What follows belongs to an exercise in optimizing a design on an open flow for small area, a short achievable clock period and few clock cycles per item; a production flow would make more cautious choices.
RTL that was checked went through simulation tests only; none was proved equivalent to the original.
Power and IR drop assume default switching activity.

==> inputs of xenon <==
// exu_alu
module exu_alu (
  input  wire logic                    i_clk,
  input  wire logic                    i_reset,
  input  wire logic                    i_valid,
  output logic                         o_ready,
  input  wire exu_alu_pkg::exu_issue_t i_issue,
  output logic                         o_cmt_valid,
  input  wire logic                    i_cmt_ready,
  output exu_alu_pkg::exu_cmt_t        o_cmt,
  output logic                         o_wbck_valid,
  input  wire logic                    i_wbck_ready,
  output exu_alu_pkg::exu_wbck_t       o_wbck
);
clock: 10.0 ns
lec_check: 0
cap_margin: 20
core_margin: 2
core_utilization: 40
slew_margin: 20
run.sh (not shown) runs the stock make flow with config.mk's settings and CLKGATE_MAP_FILE= SYNTH_SCRIPT=/design/flow/synth_recipe.tcl, a recipe that flattens the netlist after the stock synthesis.
==> inputs of willow, as changes to xenon <==
==> flow/flow/run.sh (new file) <==
#!/bin/bash
# Standard ORFS layout; the only change is the cell that buffers the ports.
set -euo pipefail
export BUFFER_PORTS_ARGS="-buffer_cell sky130_fd_sc_hd__buf_2"
bash standard.sh > orfs_make.log 2>&1
==> flow/standard.sh (new file) <==
#!/bin/bash
# synth_recipe.tcl (not shown) runs the flow's synth.tcl, then flattens the netlist and writes it again
# the make line also repeats each setting of config.mk as NAME=value (left out here)
make -C /OpenROAD-flow-scripts/flow DESIGN_CONFIG=/design/flow/config.mk WORK_HOME=/design/flow/orfs CLKGATE_MAP_FILE= SYNTH_SCRIPT=/design/flow/synth_recipe.tcl "${@:-finish}"
removed: flow/run.sh
==> summary.txt <==
Synthesized cell count is the same in willow and xenon. willow produced a clean layout. xenon completed with no timing, DRC or antenna violations. Between xenon and willow, the lower total power is in willow (gap 1.6%, measured against willow). In flip-flop and latch count, xenon and willow do not differ. Between willow and xenon, the lower final cell count is in willow (gap 1.0%, measured against xenon). Against willow, the first-iteration DRC count of xenon is smaller by about 1.5%. Against xenon, the non-clock buffer count of willow is lower by 31. Of willow and xenon, xenon has the higher sequential power (gap about 2%, measured against xenon). In xenon the critical path depth is higher than in willow, by 1.
==> figures <==
quantity	xenon	willow
Fin util	46.1%	43.4%
Final standard cell count with taps included and fillers excluded	3,068	3,036
Fraction of area in non-clock buffers	12.4%	6.81%
Final worst-path cycle share	92.1%	90.0%
Vias in the first global route	19,200	18,900
Vias	19,200	19,100
Place WS	0.840 ns	1.19 ns
Global-route wire length before repair	124,000 um	123,000 um
Sw Pwr	2.05 mW	2.08 mW
Status	complete, no violations	complete, no violations
Static leakage	9.40 nW	9.30 nW
Post-placement cell area	21,300 um2	20,000 um2
Antenna cell count	2	1
Number of cells after detailed placement	3,058	3,027
Ratio of layout area to synthesized area	1.143x	1.074x
Share of power burned in the clock network	4.8%	5.0%
Total Power	3.90 mW	3.85 mW
No run of this note included a check of the RTL's function; only the layout flow was run.


==> job 6052: inputs <==
exu_alu, a different RTL version from the one above (not shown whole).
clock: 10.0 ns
lec_check: 0
cap_margin: 20
core_margin: 2
core_utilization: 40
setup_slack_margin: 4
slew_margin: 20
standard.sh (not shown) runs the stock make flow with config.mk's settings and CLKGATE_MAP_FILE= SYNTH_SCRIPT=/design/flow/synth_recipe.tcl, a recipe that flattens the netlist after the stock synthesis.
==> flow/flow/run.sh <==
#!/bin/bash
# ORFS layout as the standard.sh runs it, with two changes:
#  - the ports are buffered with buf_2 instead of the cell buffer_ports picks;
#  - synthesis maps logic with an area-oriented ABC script (flow/abc_map.script),
#    the rest of synthesis is synth_recipe.tcl unchanged.
set -euo pipefail
here=$(pwd)
export BUFFER_PORTS_ARGS="-buffer_cell sky130_fd_sc_hd__buf_2"
export OWN_ABC_SCRIPT="$here/flow/abc_map.script"
{
  cat <<'TCL'
proc abc {args} {
  set i [lsearch $args -script]
  if {$i >= 0} { lset args [expr {$i + 1}] $::env(OWN_ABC_SCRIPT) }
  yosys abc {*}$args
}
TCL
  cat synth_recipe.tcl
} > own_synth.tcl
sed "s#SYNTH_SCRIPT=[^ ]*#SYNTH_SCRIPT=$here/own_synth.tcl#" standard.sh > own_standard.sh
bash own_standard.sh > orfs_make.log 2>&1
==> flow/flow/abc_map.script <==
&get -n
&st
&dch
&nf -a
&put
topo
stime -c
==> inputs of job 6963, as changes to job 6052 <==
--- a/flow/design.v
+++ b/flow/design.v
@@ -42,27 +42,35 @@
     rfidx_t rdidx;
   } exu_wbck_t;
   typedef enum logic [1:0] {
     MDV_IDLE,
     MDV_BUSY,
     MDV_DONE
   } mdv_state_e;
+  function automatic integer clog2(input integer v);
+    integer r;
+    begin
+      r = 0;
+      while ((1 << r) < v) r = r + 1;
+      clog2 = r;
+    end
+  endfunction
 endpackage
 `default_nettype wire
 `timescale 1ns/100ps
 `default_nettype none
 module exu_alu_pfx #(
   parameter int N     = 32,
   parameter int STYLE = 0
 ) (
   input  wire logic [N-1:0] i_g,
   input  wire logic [N-1:0] i_p,
   output logic      [N-1:0] o_g
 );
-  localparam int L = $clog2(N);
+  localparam int L = exu_alu_pkg::clog2(N);
   if (STYLE == 1) begin : g_skl
     logic [N-1:0] gg [0:L];
     logic [N-1:0] pp [0:L];
     assign gg[0] = i_g;
     assign pp[0] = i_p;
     for (genvar l = 0; l < L; l++) begin : g_lvl
       for (genvar i = 0; i < N; i++) begin : g_bit
@@ -128,41 +136,53 @@
 `default_nettype wire
 `timescale 1ns/100ps
 `default_nettype none
 module exu_alu_rglr (
   input  wire exu_alu_pkg::op_t        i_op,
   input  wire logic                    i_alu,      
   input  wire logic                    i_bjp,      
+  input  wire logic                    i_mul,      
+  input  wire exu_alu_pkg::xlen_t      i_mul_s,    
+  input  wire exu_alu_pkg::xlen_t      i_mul_c,
   input  wire exu_alu_pkg::xlen_t      i_rs1,
   input  wire exu_alu_pkg::xlen_t      i_rs2,
   input  wire exu_alu_pkg::xlen_t      i_imm,
-  input  wire exu_alu_pkg::xlen_t      i_link,
-  output exu_alu_pkg::xlen_t           o_res,      
+  input  wire exu_alu_pkg::xlen_t      i_ext,      
+  output exu_alu_pkg::xlen_t           o_res,
   output logic                         o_taken     
 );
   localparam int XL = 32;
-  exu_alu_pkg::xlen_t op1, op2, b, p, g, c, sum, sr, sfill;
-  logic               do_sub, lt, ltu, eq, cout, fill;
+  exu_alu_pkg::xlen_t op1, op2, a, b, p, g, c, sum, sr, sfill;
+  logic               do_sub, eq, fill;
   logic [4:0]         shamt;
   exu_alu_pkg::xlen_t gc;
   assign op1 = i_rs1;
   assign op2 = i_op[3] ? i_imm : i_rs2;
-  assign do_sub = i_bjp | (i_op[2:0] == 3'd1) | (i_op[3:1] == 3'b111);
-  assign b      = op2 ^ {XL{do_sub}};
-  assign p      = op1 ^ b;
-  assign g      = op1 & b;
+  assign do_sub = ~i_mul & (i_bjp | (i_op[0] & ~i_op[1]) | (i_op[2] & i_op[1]));
+  assign a      = i_mul ? i_mul_s : op1;
+  assign b      = i_mul ? i_mul_c : op2;
+  exu_alu_pkg::xlen_t pa, ga, gs;
+  assign pa     = a ^ b;
+  assign ga     = a & b;
+  assign gs     = a & ~b;
+  assign p      = pa ^ {XL{do_sub}};
+  assign g      = do_sub ? gs : ga;
   exu_alu_pfx #(.N(XL), .STYLE(1)) u_pfx (
     .i_g({g[XL-1:1], g[0] | (p[0] & do_sub)}), .i_p(p), .o_g(gc)
   );
   assign c    = {gc[XL-2:0], do_sub};
   assign sum  = p ^ c;
-  assign cout = gc[XL-1];
-  assign ltu = ~cout;                                   
-  assign lt  = (op1[XL-1] ^ op2[XL-1]) ? op1[XL-1] : sum[XL-1];
   assign eq  = &p;                                      
+  logic sdiff;
+  logic [1:0] lt_k, ltu_k;                              
+  assign sdiff    = op1[XL-1] ^ op2[XL-1];
+  assign ltu_k[0] = ~g[XL-1];                           
+  assign ltu_k[1] = ~(g[XL-1] | p[XL-1]);
+  assign lt_k[0]  = sdiff ? op1[XL-1] :  p[XL-1];
+  assign lt_k[1]  = sdiff ? op1[XL-1] : ~p[XL-1];
   logic               sll;
   exu_alu_pkg::xlen_t sx, op1_rev, sr_rev;
   assign sll   = (i_op[2:0] == 3'd5);
   assign shamt = op2[4:0];
   assign fill  = (i_op == 4'h7) & op1[XL-1];
   for (genvar i = 0; i < XL; i++) begin : g_rev
     assign op1_rev[i] = op1[XL-1-i];
@@ -174,14 +194,15 @@
   for (genvar k = 0; k < 5; k++) begin : g_sh
     assign st[k+1] = shamt[k] ? {{(1<<k){fill}}, st[k][XL-1:(1<<k)]} : st[k];
   end
   assign sr = st[5];
   logic s_sum, s_p, s_g, s_sr, s_sl, s_op2, s_lt, s_ltu;
   always_comb begin
     {s_sum, s_p, s_g, s_sr, s_sl, s_op2, s_lt, s_ltu} = '0;
+    if (i_mul) s_sum = 1'b1;
     if (i_alu) begin
       case (i_op)
         4'h2,  4'hA: s_p   = 1'b1;
         4'h3,   4'hB: begin s_p = 1'b1; s_g = 1'b1; end
         4'h4,  4'hC: s_g   = 1'b1;
         4'h5,  4'hD: s_sl  = 1'b1;
         4'h6,
@@ -189,33 +210,43 @@
         4'h9:        s_op2 = 1'b1;
         4'hE:        s_lt  = 1'b1;
         4'hF:       s_ltu = 1'b1;
         default:            s_sum = 1'b1;
       endcase
     end
   end
-  assign o_res = ({XL{s_sum}} & sum)
-               | ({XL{s_p}}   & p)
+  exu_alu_pkg::xlen_t other, res_c0, res_c1;
+  assign other = ({XL{s_p}}   & p)
                | ({XL{s_g}}   & g)
                | ({XL{s_sr}}  & sr)
                | ({XL{s_sl}}  & sr_rev)
                | ({XL{s_op2}} & op2)
-               | ({XL{i_bjp}} & i_link)
-               | {{(XL-1){1'b0}}, (s_lt & lt) | (s_ltu & ltu)};
+               | i_ext;
+  assign res_c0 = other | ({XL{s_sum}} &  p);
+  assign res_c1 = other | ({XL{s_sum}} & ~p);
+  logic [1:0] slt_k, taken_k;
   always_comb begin
-    case (i_op)
-      4'h0:  o_taken =  eq;
-      4'h1:  o_taken = ~eq;
-      4'h2:  o_taken =  lt;
-      4'h3:  o_taken = ~lt;
-      4'h4: o_taken =  ltu;
-      4'h5: o_taken = ~ltu;
-      default:      o_taken = 1'b1;                    
-    endcase
+    for (int k = 0; k < 2; k++) begin
+      slt_k[k] = (s_lt & lt_k[k]) | (s_ltu & ltu_k[k]);
+      case (i_op)
+        4'h0:  taken_k[k] =  eq;
+        4'h1:  taken_k[k] = ~eq;
+        4'h2:  taken_k[k] =  lt_k[k];
+        4'h3:  taken_k[k] = ~lt_k[k];
+        4'h4: taken_k[k] =  ltu_k[k];
+        4'h5: taken_k[k] = ~ltu_k[k];
+        default:      taken_k[k] = 1'b1;               
+      endcase
+    end
   end
+  always_comb begin
+    for (int i = 0; i < XL; i++) o_res[i] = c[i] ? res_c1[i] : res_c0[i];
+    o_res[0] = o_res[0] | slt_k[c[XL-1]];
+  end
+  assign o_taken = taken_k[c[XL-1]];
 endmodule
 `default_nettype wire
 `timescale 1ns/100ps
 `default_nettype none
 module exu_alu_bjp (
   input  wire exu_alu_pkg::pc_t        i_pc,
   output exu_alu_pkg::xlen_t           o_link
@@ -235,45 +266,57 @@
   input  wire logic                    i_clk,
   input  wire logic                    i_reset,
   input  wire logic                    i_start,    
   input  wire logic                    i_accept,   
   input  wire exu_alu_pkg::xlen_t      i_rs1,      
   input  wire exu_alu_pkg::xlen_t      i_rs2,
   output logic                         o_done,
-  output exu_alu_pkg::xlen_t           o_res
+  output exu_alu_pkg::xlen_t           o_s,        
+  output exu_alu_pkg::xlen_t           o_c         
 );
   localparam int XL = 32;
   localparam int K  = 8;
   localparam int N  = XL / K;
-  localparam int W  = $clog2(N + 1);
+  localparam int W  = exu_alu_pkg::clog2(N + 1);
   logic [W-1:0]       cnt;
   exu_alu_pkg::xlen_t acc_s, acc_c;             
-  exu_alu_pkg::xlen_t in_s, in_c, s, c, p, g, gc;
+  exu_alu_pkg::xlen_t in_s, in_c, s, c;
   logic [XL:0]        rs2x;
   logic [K:0]         dig;
   assign o_done = (cnt == W'(N));
+  logic [N-1:0] top_eq;                         
+  logic [W-1:0] skip, eff;
+  logic         first;
   assign rs2x = {i_rs2, 1'b0};
-  assign dig  = rs2x[(N-1-cnt)*K +: K+1];
-  assign in_s = (cnt == '0) ? '0 : acc_s;
-  assign in_c = (cnt == '0) ? '0 : acc_c;
+  assign top_eq[0] = 1'b0;
+  for (genvar t = 1; t < N; t++) begin : g_eq
+    assign top_eq[t] = (&rs2x[XL:t*K]) | ~(|rs2x[XL:t*K]);
+  end
+  always_comb begin
+    skip = '0;
+    for (int t = N - 1; t >= 1; t--) if (top_eq[t]) skip = W'(N - t);
+  end
+  assign first = (cnt == '0);
+  assign eff   = first ? skip : cnt;
+  assign dig   = rs2x[(N-1-eff)*K +: K+1];
+  assign in_s  = first ? '0 : acc_s;
+  assign in_c  = first ? '0 : acc_c;
   exu_alu_mulstep u_step (.i_rs1, .i_acc_s(in_s), .i_acc_c(in_c), .i_dig(dig), .o_s(s), .o_c(c));
   always_ff @(posedge i_clk) begin
     if (i_reset | i_accept) cnt <= '0;
-    else if (i_start & ~o_done) cnt <= cnt + 1'b1;
+    else if (i_start & ~o_done) cnt <= eff + 1'b1;
   end
   always_ff @(posedge i_clk) begin
     if (~o_done) begin
       acc_s <= s;
       acc_c <= c;
     end
   end
-  assign p = acc_s ^ acc_c;
-  assign g = acc_s & acc_c;
-  exu_alu_pfx #(.N(XL), .STYLE(0)) u_pfx (.i_g(g), .i_p(p), .o_g(gc));
-  assign o_res = p ^ {gc[XL-2:0], 1'b0};
+  assign o_s = acc_s;
+  assign o_c = acc_c;
 endmodule
 module exu_alu_mulstep (
   input  wire logic [31:0] i_rs1,
   input  wire logic [31:0] i_acc_s,
   input  wire logic [31:0] i_acc_c,
   input  wire logic [8:0] i_dig,
   output logic      [31:0] o_s,
@@ -1044,43 +1087,45 @@
   output logic                         o_cmt_valid,
   input  wire logic                    i_cmt_ready,
   output exu_alu_pkg::exu_cmt_t        o_cmt,
   output logic                         o_wbck_valid,
   input  wire logic                    i_wbck_ready,
   output exu_alu_pkg::exu_wbck_t       o_wbck
 );
-  logic               is_alu, is_bjp, is_mul;
+  logic               is_bjp, is_mul, dp_alu, dp_bjp;
   logic               done, need_wbck, accept;
   logic               mul_done, taken;
-  exu_alu_pkg::xlen_t alu_res, link, mul_res;
-  assign is_alu = ~i_issue.ilegl & ~i_issue.grp[1] & ~i_issue.grp[0];
+  exu_alu_pkg::xlen_t alu_res, link, mul_s, mul_c, ext_res;
   assign is_bjp = ~i_issue.ilegl & ~i_issue.grp[1] &  i_issue.grp[0];
   assign is_mul = ~i_issue.ilegl &  i_issue.grp[1];
+  assign dp_alu = ~i_issue.grp[1] & ~i_issue.grp[0];
+  assign dp_bjp = ~i_issue.grp[1] &  i_issue.grp[0];
   exu_alu_rglr u_rglr (
-    .i_op(i_issue.op), .i_alu(is_alu), .i_bjp(is_bjp), .i_link(link), .i_rs1(i_issue.rs1), .i_rs2(i_issue.rs2), .i_imm(i_issue.imm),
+    .i_op(i_issue.op), .i_alu(dp_alu), .i_bjp(i_issue.grp[0]), .i_mul(mul_done), .i_mul_s(mul_s), .i_mul_c(mul_c), .i_ext(ext_res), .i_rs1(i_issue.rs1), .i_rs2(i_issue.rs2), .i_imm(i_issue.imm),
     .o_res(alu_res), .o_taken(taken)
   );
   exu_alu_bjp u_bjp (
     .i_pc(i_issue.pc), .o_link(link)
   );
   exu_alu_muldiv u_muldiv (
     .i_clk, .i_reset,
     .i_start(i_valid & is_mul), .i_accept(accept),
     .i_rs1(i_issue.rs1), .i_rs2(i_issue.rs2),
-    .o_done(mul_done), .o_res(mul_res)
+    .o_done(mul_done), .o_s(mul_s), .o_c(mul_c)
   );
   assign done      = ~is_mul | mul_done;
   assign need_wbck = i_issue.rdwen & ~i_issue.ilegl;
   assign o_ready   = done & i_cmt_ready & (~need_wbck | i_wbck_ready);
   assign accept    = i_valid & o_ready;
   assign o_cmt_valid  = i_valid & done & (~need_wbck | i_wbck_ready);
   assign o_wbck_valid = i_valid & done & need_wbck & i_cmt_ready;
   assign o_cmt.pc     = i_issue.pc;
   assign o_cmt.pc_vld = 1'b1;
   assign o_cmt.bjp    = is_bjp;
   assign o_cmt.prdt   = is_bjp & i_issue.imm[32-1];
   assign o_cmt.rslv   = is_bjp & taken;
   assign o_cmt.ilegl  = i_issue.ilegl;
-  assign o_wbck.wdat  = alu_res | ({32{is_mul}} & mul_res);
+  assign ext_res = {32{dp_bjp}} & link;
+  assign o_wbck.wdat  = alu_res;
   assign o_wbck.rdidx = i_issue.rdidx;
 endmodule
 `default_nettype wire
==> flow/flow/run.sh (replaced) <==
#!/bin/bash
# ORFS layout as the standard.sh runs it, with two changes:
#  - the ports are buffered with buf_1 instead of the cell buffer_ports picks;
#  - synthesis maps logic with a shorter ABC script (delay-aware mapping, no SOP balancing loop) (flow/abc_map.script),
#    the rest of synthesis is synth_recipe.tcl unchanged.
set -euo pipefail
here=$(pwd)
export BUFFER_PORTS_ARGS="-buffer_cell sky130_fd_sc_hd__buf_1"
export OWN_ABC_SCRIPT="$here/flow/abc_map.script"
{
  cat <<'TCL'
proc abc {args} {
  set i [lsearch $args -script]
  if {$i >= 0} { lset args [expr {$i + 1}] $::env(OWN_ABC_SCRIPT) }
  yosys abc {*}$args
}
TCL
  cat synth_recipe.tcl
} > own_synth.tcl
sed "s#SYNTH_SCRIPT=[^ ]*#SYNTH_SCRIPT=$here/own_synth.tcl#" standard.sh > own_standard.sh
bash own_standard.sh > orfs_make.log 2>&1
==> flow/flow/abc_map.script (replaced) <==
&get -n
&st
&dch
&nf
&put
buffer -c
topo
stime -c
upsize -c
dnsize -c
Settings changed: CTS_BUF_LIST set to sky130_fd_sc_hd__clkbuf_4 sky130_fd_sc_hd__clkbuf_8, SETUP_SLACK_MARGIN 4 to 2.5.
==> comparison table <==
metric	job 6963	job 6052
Dominant cell by count in the synthesized netlist	sky130_fd_sc_hd__mux2i_1	sky130_fd_sc_hd__xnor2_1
Synthesis Warnings	9	12
Die ar.	36800 µm²	36700 µm²
Synth Area per Inst	8.27 µm²	9.03 µm²
Combinational power share	60.3%	74.7%
Total area of multi-input combinational cells	11300 µm²	12400 µm²
Number of unique standard cell types used by synthesis	77	61
Post-layout total power	2.31 mW	3.69 mW
Count of inverters other than clock inverters in the layout	81	98
Average via count per standard cell	6.18	6.52
Proportion of cell area occupied by multi-input gates	72.3%	69.5%
CP Max Fanout	35	8
Layout cells sized above 1	9.66%	25.8%
Status	timing/DRC/antenna clean	timing/DRC/antenna clean
Worst clock skew	11.0 ps	8.45 ps
Final RePlAce weighted congestion	0.968	0.979
Power spent charging and discharging nets	1.09 mW	1.84 mW
Testbench counts of job 6963, summed over its fixed seeds: cycles 4,972, items 3,200.
The RTL of job 6052 was laid out without a check of its function.

afterwards: timing with drivers on the ports:
Ports are ideal in the flow. The routed layouts listed here were re-timed in OpenROAD.
Step 1 (the two cells are an assumption about what drives the block):
set clk [get_ports {i_clk}]
set_driving_cell -lib_cell sky130_fd_sc_hd__clkbuf_16 $clk
set_driving_cell -lib_cell sky130_fd_sc_hd__buf_2 [delete_from_list [all_inputs] $clk]
Step 2 times the ports against the registers' clock, not the clock port: input delays grow and output delays shrink by t, the midpoint of the rising clock arrivals with the driver on.
Three values: ideal ports, drivers, drivers and shift; two values: the first two.
run | shift t [ns] | slack for setup (ns) | hold WS [ns] | latest minus earliest clock arrival (ns) | worst slew at a driven data input, ns
xenon | 0.335 | 0.787 / 0.731 / 0.731 | 0.752 / 0.752 / 0.752 | 0.007 / 0.007 | 0.06
willow | 0.352 | 1.005 / 0.942 / 0.942 | 0.750 / 0.750 / 0.750 | 0.008 / 0.008 | 0.06
job 6052 | 0.383 | 2.466 / 2.320 / 2.320 | 0.842 / 0.842 / 0.842 | 0.010 / 0.009 | 0.20
job 6963 | 0.415 | 2.491 / 2.451 / 2.226 | 0.591 / 0.591 / 0.591 | 0.012 / 0.012 | 0.08
After both steps every run listed still meets setup and hold. For job 6963, which loses most, drivers alone change the setup slack by -0.040 ns; drivers and shift together by -0.265 ns.
